Context: an optimization exercise on an open-source flow, tuned for a short achievable clock period and few clock cycles. The choices shown serve that exercise and are no tape-out recipe.
Function was checked by simulation only, so behaviour that the tests miss may differ from the original.

==> job 979 <==
==> flow/design.v <==
`timescale 1ns/10ps
`default_nettype none
module vde_config (
    input  wire        clk,
    input  wire        reset,
    input  wire        wb_cyc,
    input  wire        wb_stb,
    input  wire        wb_we,
    input  wire [1:0]  wb_adr,
    input  wire [15:0] wb_dat_i,
    output wire        wb_ack,
    output wire [15:0] wb_dat_o,
    output reg  [6:0]  cfg_max_var,
    output reg  [15:0] cfg_bump_step,
    output wire        wr_max,
    output wire [6:0]  max_var_wr
);
    reg        ack_q;
    reg [15:0] rdat_q;
    wire       wb_hit;
    assign wb_hit   = wb_cyc && wb_stb && !ack_q;
    assign wb_ack   = ack_q;
    assign wb_dat_o = rdat_q;
    assign wr_max = wb_hit && wb_we && wb_adr == 2'd0;
    assign max_var_wr = (wb_dat_i > 16'd32) ? 7'd32 : wb_dat_i[6:0];
    always @(posedge clk or posedge reset) begin
        if (reset) begin
            ack_q         <= 1'b0;
            rdat_q        <= 16'd0;
            cfg_max_var   <= 7'd0;
            cfg_bump_step <= 16'd16;
        end else begin
            ack_q <= wb_hit;
            if (wb_hit && wb_we) begin
                case (wb_adr)
                    2'd0:    cfg_max_var   <= max_var_wr;
                    2'd1:    cfg_bump_step <= wb_dat_i;
                    default: ;
                endcase
            end else if (wb_hit) begin
                case (wb_adr)
                    2'd0:    rdat_q <= {9'd0, cfg_max_var};
                    2'd1:    rdat_q <= cfg_bump_step;
                    default: rdat_q <= 16'd0;
                endcase
            end
        end
    end
endmodule
`default_nettype wire
`timescale 1ns/10ps
`default_nettype none
module heap_store (
    input  wire          clk,
    input  wire [15:0]   cfg_bump_step,
    input  wire          wr_max,
    input  wire [6:0]    cmd_var,
    input  wire [31:0]   bump_hit,
    output wire [511:0]  score_flat,
    output wire [511:0]  bumped_flat,
    output wire [31:0]   new_gt,
    output wire [31:0]   new_ge
);
    wire [15:0] sel_bumped [0:63];
    wire [15:0] x_bumped;
    genvar a;
    generate
        for (a = 0; a < 32; a = a + 1) begin : g_var
            reg  [15:0] score;
            reg  [15:0] bumped;
            wire [16:0] sum_bumped = {1'b0, bumped} + {1'b0, cfg_bump_step};
            wire [16:0] sum_kept   = {1'b0, score} + {1'b0, cfg_bump_step};
            wire [15:0] sat_bumped = sum_bumped[16] ? 16'hffff : sum_bumped[15:0];
            wire [15:0] sat_kept   = sum_kept[16] ? 16'hffff : sum_kept[15:0];
            always @(posedge clk) begin
                if (wr_max) begin
                    score <= 16'd0;
                end else if (bump_hit[a]) begin
                    score <= bumped;
                end
                bumped <= ({16{bump_hit[a]}} & sat_bumped) | ({16{!bump_hit[a]}} & sat_kept);
            end
            assign score_flat[a*16 +: 16]  = score;
            assign bumped_flat[a*16 +: 16] = bumped;
            assign sel_bumped[a + 1]        = bumped;
            assign new_gt[a] = x_bumped > score;
            assign new_ge[a] = x_bumped >= score;
        end
        assign sel_bumped[0] = 16'd0;
        for (a = 33; a < 64; a = a + 1) begin : g_none
            assign sel_bumped[a] = 16'd0;
        end
    endgenerate
    assign x_bumped = sel_bumped[cmd_var[5:0]];
endmodule
`default_nettype wire
`timescale 1ns/10ps
`default_nettype none
module heap_ctrl (
    input  wire          clk,
    input  wire          reset,
    input  wire          wr_max,
    input  wire [6:0]    max_var_wr,
    input  wire          cmd_valid,
    input  wire [1:0]    cmd_op,
    input  wire [6:0]    cmd_var,
    input  wire          cmd_value,
    output wire [31:0]   bump_hit,
    input  wire [511:0]  score_flat,
    input  wire [511:0]  bumped_flat,
    input  wire [31:0]   new_gt,
    input  wire [31:0]   new_ge,
    output reg           dec_valid_q,
    output reg  [6:0]    dec_var_q,
    output reg           dec_phase_q,
    output reg           dec_all_q
);
    localparam [1:0] OP_ASSIGN = 2'd0;
    localparam [1:0] OP_CLEAR  = 2'd1;
    localparam [1:0] OP_BUMP   = 2'd2;
    reg  [31:0]   live_q;
    reg  [31:0]   exists_q;
    reg  [31:0]   phase_q;
    reg  [15:0]   best_score_q;
    wire [31:0]   hit, assign_hit, clear_hit;
    wire [31:0]   new_live;
    wire [1023:0] bt;
    wire [31:0]   w, win, win2, is_best, below_best, bumped_beats, bw;
    wire [6:0]    second_var;
    wire          second_phase, any_live, has_second;
    wire          sel_cmd, sel_second, cmd_phase;
    reg  [15:0]   cmd_score, second_score;
    function [6:0] encode;
        input [31:0] onehot;
        integer i;
        begin
            encode = 7'd0;
            for (i = 0; i < 32; i = i + 1) begin
                if (onehot[i]) encode = encode | (i + 1);
            end
        end
    endfunction
    genvar i, j;
    generate
        for (i = 0; i < 32; i = i + 1) begin : g_dec
            assign hit[i]        = cmd_valid && cmd_var == i + 1 && exists_q[i];
            assign assign_hit[i] = hit[i] && cmd_op == OP_ASSIGN;
            assign clear_hit[i]  = hit[i] && cmd_op == OP_CLEAR;
            assign bump_hit[i]   = hit[i] && cmd_op == OP_BUMP;
            assign new_live[i]   = max_var_wr > i;
            assign is_best[i]    = dec_valid_q && dec_var_q == i + 1;
            assign below_best[i] = dec_var_q > i + 1;
            assign bumped_beats[i] = bumped_flat[i*16 +: 16] > best_score_q
                                     || (bumped_flat[i*16 +: 16] == best_score_q && below_best[i]);
            assign bw[i] = live_q[i] && (is_best[i] || bumped_beats[i]);
        end
        for (i = 0; i < 32; i = i + 1) begin : g_row
            for (j = 0; j < 32; j = j + 1) begin : g_col
                if (i < j) begin : g_pair
                    reg g;
                    always @(posedge clk) begin
                        if (wr_max) begin
                            g <= 1'b1;
                        end else if (bump_hit[i]) begin
                            g <= new_ge[j];
                        end else if (bump_hit[j]) begin
                            g <= !new_gt[i];
                        end
                    end
                    assign bt[i*32+j] = g;
                end else if (i > j) begin : g_mirror
                    assign bt[i*32+j] = ~g_row[j].g_col[i].g_pair.g;
                end else begin : g_self
                    assign bt[i*32+j] = 1'b1;
                end
            end
            assign w[i]    = &(~live_q | bt[i*32 +: 32]);
            assign win[i]  = live_q[i] && w[i];
            assign win2[i] = live_q[i] && !win[i] && &(~live_q | win | bt[i*32 +: 32]);
        end
    endgenerate
    always @(*) begin : p_scores
        integer k;
        cmd_score    = 16'd0;
        second_score = 16'd0;
        for (k = 0; k < 32; k = k + 1) begin
            cmd_score    = cmd_score | ({16{clear_hit[k]}} & score_flat[k*16 +: 16])
                                     | ({16{bump_hit[k]}} & bumped_flat[k*16 +: 16]);
            second_score = second_score | ({16{win2[k]}} & score_flat[k*16 +: 16]);
        end
    end
    assign second_var   = encode(win2);
    assign second_phase = |(win2 & phase_q);
    assign any_live     = |live_q;
    assign has_second   = |win2;
    assign cmd_phase    = |(hit & phase_q);
    assign sel_cmd    = |((clear_hit & w) | (bump_hit & bw));
    assign sel_second = |(assign_hit & is_best);
    always @(posedge clk or posedge reset) begin
        if (reset) begin
            live_q      <= 32'd0;
            exists_q    <= 32'd0;
            dec_valid_q <= 1'b0;
            dec_all_q   <= 1'b1;
            dec_var_q   <= 7'd0;
            dec_phase_q <= 1'b0;
        end else begin
            if (wr_max) begin
                live_q      <= new_live;
                exists_q    <= new_live;
                dec_valid_q <= max_var_wr != 7'd0;
                dec_all_q   <= max_var_wr == 7'd0;
                dec_var_q   <= 7'd1;
                dec_phase_q <= 1'b0;
            end else begin
                live_q <= (live_q & ~assign_hit) | clear_hit;
                if (sel_cmd) begin
                    dec_valid_q <= 1'b1;
                    dec_all_q   <= 1'b0;
                    dec_var_q   <= cmd_var;
                    dec_phase_q <= cmd_phase;
                end else if (sel_second) begin
                    dec_valid_q <= has_second;
                    dec_all_q   <= !has_second;
                    dec_var_q   <= second_var;
                    dec_phase_q <= second_phase;
                end
            end
        end
    end
    always @(posedge clk) begin
        if (wr_max) begin
            phase_q      <= 32'd0;
            best_score_q <= 16'd0;
        end else begin
            phase_q <= (phase_q & ~assign_hit) | (assign_hit & {32{cmd_value}});
            if (sel_cmd) begin
                best_score_q <= cmd_score;
            end else if (sel_second) begin
                best_score_q <= second_score;
            end
        end
    end
endmodule
`default_nettype wire
`timescale 1ns/10ps
`default_nettype none
module vde_top (
    input  wire        clk,
    input  wire        reset,
    input  wire        wb_cyc,
    input  wire        wb_stb,
    input  wire        wb_we,
    input  wire [1:0]  wb_adr,
    input  wire [15:0] wb_dat_i,
    output wire        wb_ack,
    output wire [15:0] wb_dat_o,
    input  wire        cmd_valid,
    input  wire [1:0]  cmd_op,
    input  wire [6:0]  cmd_var,
    input  wire        cmd_value,
    input  wire        request,
    output wire        decision_valid,
    output wire [6:0]  decision_var,
    output wire        decision_phase,
    output wire        all_assigned,
    output wire        busy
);
    wire [6:0]    cfg_max_var;
    wire [15:0]   cfg_bump_step;
    wire          wr_max;
    wire [6:0]    max_var_wr;
    wire [31:0]   bump_hit;
    wire [511:0]  score_flat, bumped_flat;
    wire [31:0]   new_gt, new_ge;
    assign busy = 1'b0;
    vde_config i_config (
        .clk           (clk),
        .reset         (reset),
        .wb_cyc        (wb_cyc),
        .wb_stb        (wb_stb),
        .wb_we         (wb_we),
        .wb_adr        (wb_adr),
        .wb_dat_i      (wb_dat_i),
        .wb_ack        (wb_ack),
        .wb_dat_o      (wb_dat_o),
        .cfg_max_var   (cfg_max_var),
        .cfg_bump_step (cfg_bump_step),
        .wr_max        (wr_max),
        .max_var_wr    (max_var_wr)
    );
    heap_ctrl i_ctrl (
        .clk         (clk),
        .reset       (reset),
        .wr_max      (wr_max),
        .max_var_wr  (max_var_wr),
        .cmd_valid   (cmd_valid),
        .cmd_op      (cmd_op),
        .cmd_var     (cmd_var),
        .cmd_value   (cmd_value),
        .bump_hit    (bump_hit),
        .score_flat  (score_flat),
        .bumped_flat (bumped_flat),
        .new_gt      (new_gt),
        .new_ge      (new_ge),
        .dec_valid_q (decision_valid),
        .dec_var_q   (decision_var),
        .dec_phase_q (decision_phase),
        .dec_all_q   (all_assigned)
    );
    heap_store i_store (
        .clk           (clk),
        .cfg_bump_step (cfg_bump_step),
        .wr_max        (wr_max),
        .cmd_var       (cmd_var),
        .bump_hit      (bump_hit),
        .score_flat    (score_flat),
        .bumped_flat   (bumped_flat),
        .new_gt        (new_gt),
        .new_ge        (new_ge)
    );
endmodule
`default_nettype wire
==> flow/run.sh <==
#!/bin/bash
# synth_recipe.tcl (not shown) runs the flow's synth.tcl, then flattens the netlist and writes it again
# the make line also repeats each setting of config.mk as NAME=value (left out here)
make -C /OpenROAD-flow-scripts/flow DESIGN_CONFIG=/design/flow/config.mk WORK_HOME=/design/flow/orfs CLKGATE_MAP_FILE= SYNTH_SCRIPT=/design/flow/synth_recipe.tcl finish
==> flow/config.mk <==
export PLATFORM = sky130hd
export DESIGN_NAME = vde_top
export DESIGN_NICKNAME = vde_top
export VERILOG_FILES = /design/flow/design.v
export SDC_FILE = /design/flow/constraint.sdc
export NUM_CORES = 4
export LEC_CHECK = 0
export ABC_CLOCK_PERIOD_IN_PS = 4000
export CAP_MARGIN = 20
export CORE_MARGIN = 2
export CORE_UTILIZATION = 35
export PLACE_DENSITY = 0.6
export SETUP_SLACK_MARGIN = 5
export SLEW_MARGIN = 20
==> flow/constraint.sdc <==
create_clock -name core_clock -period 10.0 [get_ports {clk}]
set_input_delay 2.0000 -clock core_clock [delete_from_list [all_inputs] [get_ports {clk}]]
set_output_delay 2.0000 -clock core_clock [all_outputs]
set_load 0.01 [all_outputs]
==> inputs of job 3441, as changes to job 979 <==
==> flow/design.v, changed modules only <==
module heap_store (
    input  wire          clk,
    input  wire [15:0]   cfg_bump_step,
    input  wire          wr_max,
    input  wire [31:0]   bump_hit,
    output wire [511:0]  score_flat,
    output wire [511:0]  bumped_flat
);
    genvar a;
    generate
        for (a = 0; a < 32; a = a + 1) begin : g_var
            reg  [15:0] score;
            reg  [15:0] bumped;
            wire [16:0] sum_bumped = {1'b0, bumped} + {1'b0, cfg_bump_step};
            wire [16:0] sum_kept   = {1'b0, score} + {1'b0, cfg_bump_step};
            wire [15:0] sat_bumped = sum_bumped[16] ? 16'hffff : sum_bumped[15:0];
            wire [15:0] sat_kept   = sum_kept[16] ? 16'hffff : sum_kept[15:0];
            always @(posedge clk) begin
                if (wr_max) begin
                    score <= 16'd0;
                end else if (bump_hit[a]) begin
                    score <= bumped;
                end
                bumped <= ({16{bump_hit[a]}} & sat_bumped) | ({16{!bump_hit[a]}} & sat_kept);
            end
            assign score_flat[a*16 +: 16]  = score;
            assign bumped_flat[a*16 +: 16] = bumped;
        end
    endgenerate
endmodule
module heap_ctrl (
    input  wire          clk,
    input  wire          reset,
    input  wire          wr_max,
    input  wire [6:0]    max_var_wr,
    input  wire          cmd_valid,
    input  wire [1:0]    cmd_op,
    input  wire [6:0]    cmd_var,
    input  wire          cmd_value,
    output wire [31:0]   bump_hit,
    input  wire [511:0]  score_flat,
    input  wire [511:0]  bumped_flat,
    output reg           dec_valid_q,
    output reg  [6:0]    dec_var_q,
    output reg           dec_phase_q,
    output reg           dec_all_q
);
    localparam [1:0] OP_ASSIGN = 2'd0;
    localparam [1:0] OP_CLEAR  = 2'd1;
    localparam [1:0] OP_BUMP   = 2'd2;
    reg  [31:0]   live_q;
    reg  [31:0]   exists_q;
    reg  [31:0]   phase_q;
    reg  [31:0]   best_q;
    reg           any_q;
    reg  [15:0]   best_score_q;
    reg  [31:0]   pend_q;
    reg  [15:0]   pend_score_q;
    reg  [6:0]    pend_var_q;
    reg  [31:0]   pend_below_q;
    wire [31:0]   hit, assign_hit, clear_hit;
    wire [31:0]   new_live, cmd_below;
    wire [1023:0] bt;
    wire [31:0]   below_best, bumped_beats, cleared_beats, pend_beats;
    wire [31:0]   bw, cw, live_m, win2m, second_oh;
    wire [6:0]    second_var;
    wire          second_phase, has_second, pend_wins;
    wire          sel_cmd, sel_second, cmd_phase;
    reg  [15:0]   cmd_score, bump_score, win2m_score;
    wire [15:0]   second_score;
    function [6:0] encode;
        input [31:0] onehot;
        integer i;
        begin
            encode = 7'd0;
            for (i = 0; i < 32; i = i + 1) begin
                if (onehot[i]) encode = encode | (i + 1);
            end
        end
    endfunction
    genvar i, j;
    generate
        for (i = 0; i < 32; i = i + 1) begin : g_var
            wire [15:0] score  = score_flat[i*16 +: 16];
            wire [15:0] bumped = bumped_flat[i*16 +: 16];
            assign hit[i]        = cmd_valid && cmd_var == i + 1 && exists_q[i];
            assign assign_hit[i] = hit[i] && cmd_op == OP_ASSIGN;
            assign clear_hit[i]  = hit[i] && cmd_op == OP_CLEAR;
            assign bump_hit[i]   = hit[i] && cmd_op == OP_BUMP;
            assign new_live[i]   = max_var_wr > i;
            assign cmd_below[i]  = cmd_var <= i;
            assign below_best[i] = |(best_q >> (i + 1));
            assign bumped_beats[i]  = bumped > best_score_q || (bumped == best_score_q && below_best[i]);
            assign cleared_beats[i] = score > best_score_q || (score == best_score_q && below_best[i]);
            assign pend_beats[i] = pend_score_q > score || (pend_score_q == score && pend_below_q[i]);
            assign bw[i] = live_q[i] && (best_q[i] || bumped_beats[i]);
            assign cw[i] = !any_q || cleared_beats[i];
        end
        for (i = 0; i < 32; i = i + 1) begin : g_row
            for (j = 0; j < 32; j = j + 1) begin : g_col
                if (i < j) begin : g_pair
                    reg g;
                    always @(posedge clk) begin
                        if (wr_max) begin
                            g <= 1'b1;
                        end else if (pend_q[i]) begin
                            g <= pend_beats[j];
                        end else if (pend_q[j]) begin
                            g <= !pend_beats[i];
                        end
                    end
                    assign bt[i*32+j] = g;
                end else if (i > j) begin : g_mirror
                    assign bt[i*32+j] = ~g_row[j].g_col[i].g_pair.g;
                end else begin : g_self
                    assign bt[i*32+j] = 1'b1;
                end
            end
            assign win2m[i] = live_m[i] && !best_q[i] && &(~live_m | best_q | bt[i*32 +: 32]);
        end
    endgenerate
    assign live_m    = live_q & ~pend_q;
    assign pend_wins = |(pend_q & live_q & ~best_q) && &(~live_q | best_q | pend_q | pend_beats);
    assign second_oh = pend_wins ? pend_q : win2m;
    always @(*) begin : p_scores
        integer k;
        cmd_score   = 16'd0;
        bump_score  = 16'd0;
        win2m_score = 16'd0;
        for (k = 0; k < 32; k = k + 1) begin
            cmd_score   = cmd_score | ({16{clear_hit[k]}} & score_flat[k*16 +: 16])
                                    | ({16{bump_hit[k]}} & bumped_flat[k*16 +: 16]);
            bump_score  = bump_score | ({16{bump_hit[k]}} & bumped_flat[k*16 +: 16]);
            win2m_score = win2m_score | ({16{win2m[k]}} & score_flat[k*16 +: 16]);
        end
    end
    assign second_score = pend_wins ? pend_score_q : win2m_score;
    assign second_var   = pend_wins ? pend_var_q : encode(win2m);
    assign second_phase = |(second_oh & phase_q);
    assign has_second   = pend_wins || |win2m;
    assign cmd_phase    = |(hit & phase_q);
    assign sel_cmd    = |((clear_hit & cw) | (bump_hit & bw));
    assign sel_second = |(assign_hit & best_q);
    always @(posedge clk or posedge reset) begin
        if (reset) begin
            live_q      <= 32'd0;
            exists_q    <= 32'd0;
            best_q      <= 32'd0;
            any_q       <= 1'b0;
            pend_q      <= 32'd0;
            dec_valid_q <= 1'b0;
            dec_all_q   <= 1'b1;
            dec_var_q   <= 7'd0;
            dec_phase_q <= 1'b0;
        end else begin
            if (wr_max) begin
                live_q      <= new_live;
                exists_q    <= new_live;
                best_q      <= {31'd0, max_var_wr != 7'd0};
                any_q       <= max_var_wr != 7'd0;
                pend_q      <= 32'd0;
                dec_valid_q <= max_var_wr != 7'd0;
                dec_all_q   <= max_var_wr == 7'd0;
                dec_var_q   <= 7'd1;
                dec_phase_q <= 1'b0;
            end else begin
                live_q <= (live_q & ~assign_hit) | clear_hit;
                pend_q <= bump_hit;
                if (sel_cmd) begin
                    best_q      <= hit;
                    any_q       <= 1'b1;
                    dec_valid_q <= 1'b1;
                    dec_all_q   <= 1'b0;
                    dec_var_q   <= cmd_var;
                    dec_phase_q <= cmd_phase;
                end else if (sel_second) begin
                    best_q      <= second_oh;
                    any_q       <= has_second;
                    dec_valid_q <= has_second;
                    dec_all_q   <= !has_second;
                    dec_var_q   <= second_var;
                    dec_phase_q <= second_phase;
                end
            end
        end
    end
    always @(posedge clk) begin
        pend_score_q <= bump_score;
        pend_var_q   <= cmd_var;
        pend_below_q <= cmd_below;
        if (wr_max) begin
            phase_q      <= 32'd0;
            best_score_q <= 16'd0;
        end else begin
            phase_q <= (phase_q & ~assign_hit) | (assign_hit & {32{cmd_value}});
            if (sel_cmd) begin
                best_score_q <= cmd_score;
            end else if (sel_second) begin
                best_score_q <= second_score;
            end
        end
    end
endmodule
module vde_top (
    input  wire        clk,
    input  wire        reset,
    input  wire        wb_cyc,
    input  wire        wb_stb,
    input  wire        wb_we,
    input  wire [1:0]  wb_adr,
    input  wire [15:0] wb_dat_i,
    output wire        wb_ack,
    output wire [15:0] wb_dat_o,
    input  wire        cmd_valid,
    input  wire [1:0]  cmd_op,
    input  wire [6:0]  cmd_var,
    input  wire        cmd_value,
    input  wire        request,
    output wire        decision_valid,
    output wire [6:0]  decision_var,
    output wire        decision_phase,
    output wire        all_assigned,
    output wire        busy
);
    wire [6:0]    cfg_max_var;
    wire [15:0]   cfg_bump_step;
    wire          wr_max;
    wire [6:0]    max_var_wr;
    wire [31:0]   bump_hit;
    wire [511:0]  score_flat, bumped_flat;
    assign busy = 1'b0;
    vde_config i_config (
        .clk           (clk),
        .reset         (reset),
        .wb_cyc        (wb_cyc),
        .wb_stb        (wb_stb),
        .wb_we         (wb_we),
        .wb_adr        (wb_adr),
        .wb_dat_i      (wb_dat_i),
        .wb_ack        (wb_ack),
        .wb_dat_o      (wb_dat_o),
        .cfg_max_var   (cfg_max_var),
        .cfg_bump_step (cfg_bump_step),
        .wr_max        (wr_max),
        .max_var_wr    (max_var_wr)
    );
    heap_ctrl i_ctrl (
        .clk         (clk),
        .reset       (reset),
        .wr_max      (wr_max),
        .max_var_wr  (max_var_wr),
        .cmd_valid   (cmd_valid),
        .cmd_op      (cmd_op),
        .cmd_var     (cmd_var),
        .cmd_value   (cmd_value),
        .bump_hit    (bump_hit),
        .score_flat  (score_flat),
        .bumped_flat (bumped_flat),
        .dec_valid_q (decision_valid),
        .dec_var_q   (decision_var),
        .dec_phase_q (decision_phase),
        .dec_all_q   (all_assigned)
    );
    heap_store i_store (
        .clk           (clk),
        .cfg_bump_step (cfg_bump_step),
        .wr_max        (wr_max),
        .bump_hit      (bump_hit),
        .score_flat    (score_flat),
        .bumped_flat   (bumped_flat)
    );
endmodule
- CORE_UTILIZATION: 35 -> 28
- PLACE_DENSITY: 0.6 -> 0.5
==> results.sh <==
export IMPL_status="did not finish"
export IMPL_first_error="[ERROR GRT-0116] Global routing finished with congestion. Check the congestion regions in the DRC Viewer."
export IMPL_grt_pass1_wl_um=2530000
export IMPL_lastStage="global routing (5_1_grt)"
export IMPL_synthXorXnorAreaFrac_pct=4.27
(the above is from job 979)
==> results.sh <==
export IMPL_seq_area_um2=37200
export IMPL_status="complete, no violations"
export IMPL_grt_pass1_wl_um=1780000
export IMPL_cp_startpoint="i_ctrl.live_q[10]"
export IMPL_synthXorXnorAreaFrac_pct=4.16
export IMPL_via_per_inst=6.54
export IMPL_yosys_top_cells_count="2560 x ha_1, 2455 x nand2_1, 2031 x a21oi_1, 1623 x dfxtp_1, 1250 x nor2_1"
(the above is from job 3441)
Testbench counts of job 979, summed over its fixed seeds: cycles 13,637.
Testbench counts of job 3441, summed over its fixed seeds: cycles 13,637.

==> static timing again, ports no longer ideal <==
The results above use ideal ports. As a check the final layout listed here was re-extracted and re-timed, cells and wires unchanged. Step 1 (the two cells are an assumption about what drives the block):
set clk [get_ports {clk}]
set_driving_cell -lib_cell sky130_fd_sc_hd__clkbuf_16 $clk
set_driving_cell -lib_cell sky130_fd_sc_hd__buf_2 [delete_from_list [all_inputs] $clk]
Step 2, shift: input delay + t, output delay - t, t = (earliest + latest rising clock arrival at the registers) / 2. This alone moves slack from input paths to output paths. Slacks: no drivers / after step 1 / after step 2; pairs: no drivers / after step 1.
run: job 3441
t, ns: 1.198
slack for setup (ns): 4.064 / 4.064 / 3.094
pins driven straight from the clock port: 1
After both steps job 3441 still meets setup and hold. The setup slack of job 3441 moves by 0.000 ns with the drivers and by -0.970 ns with both steps.
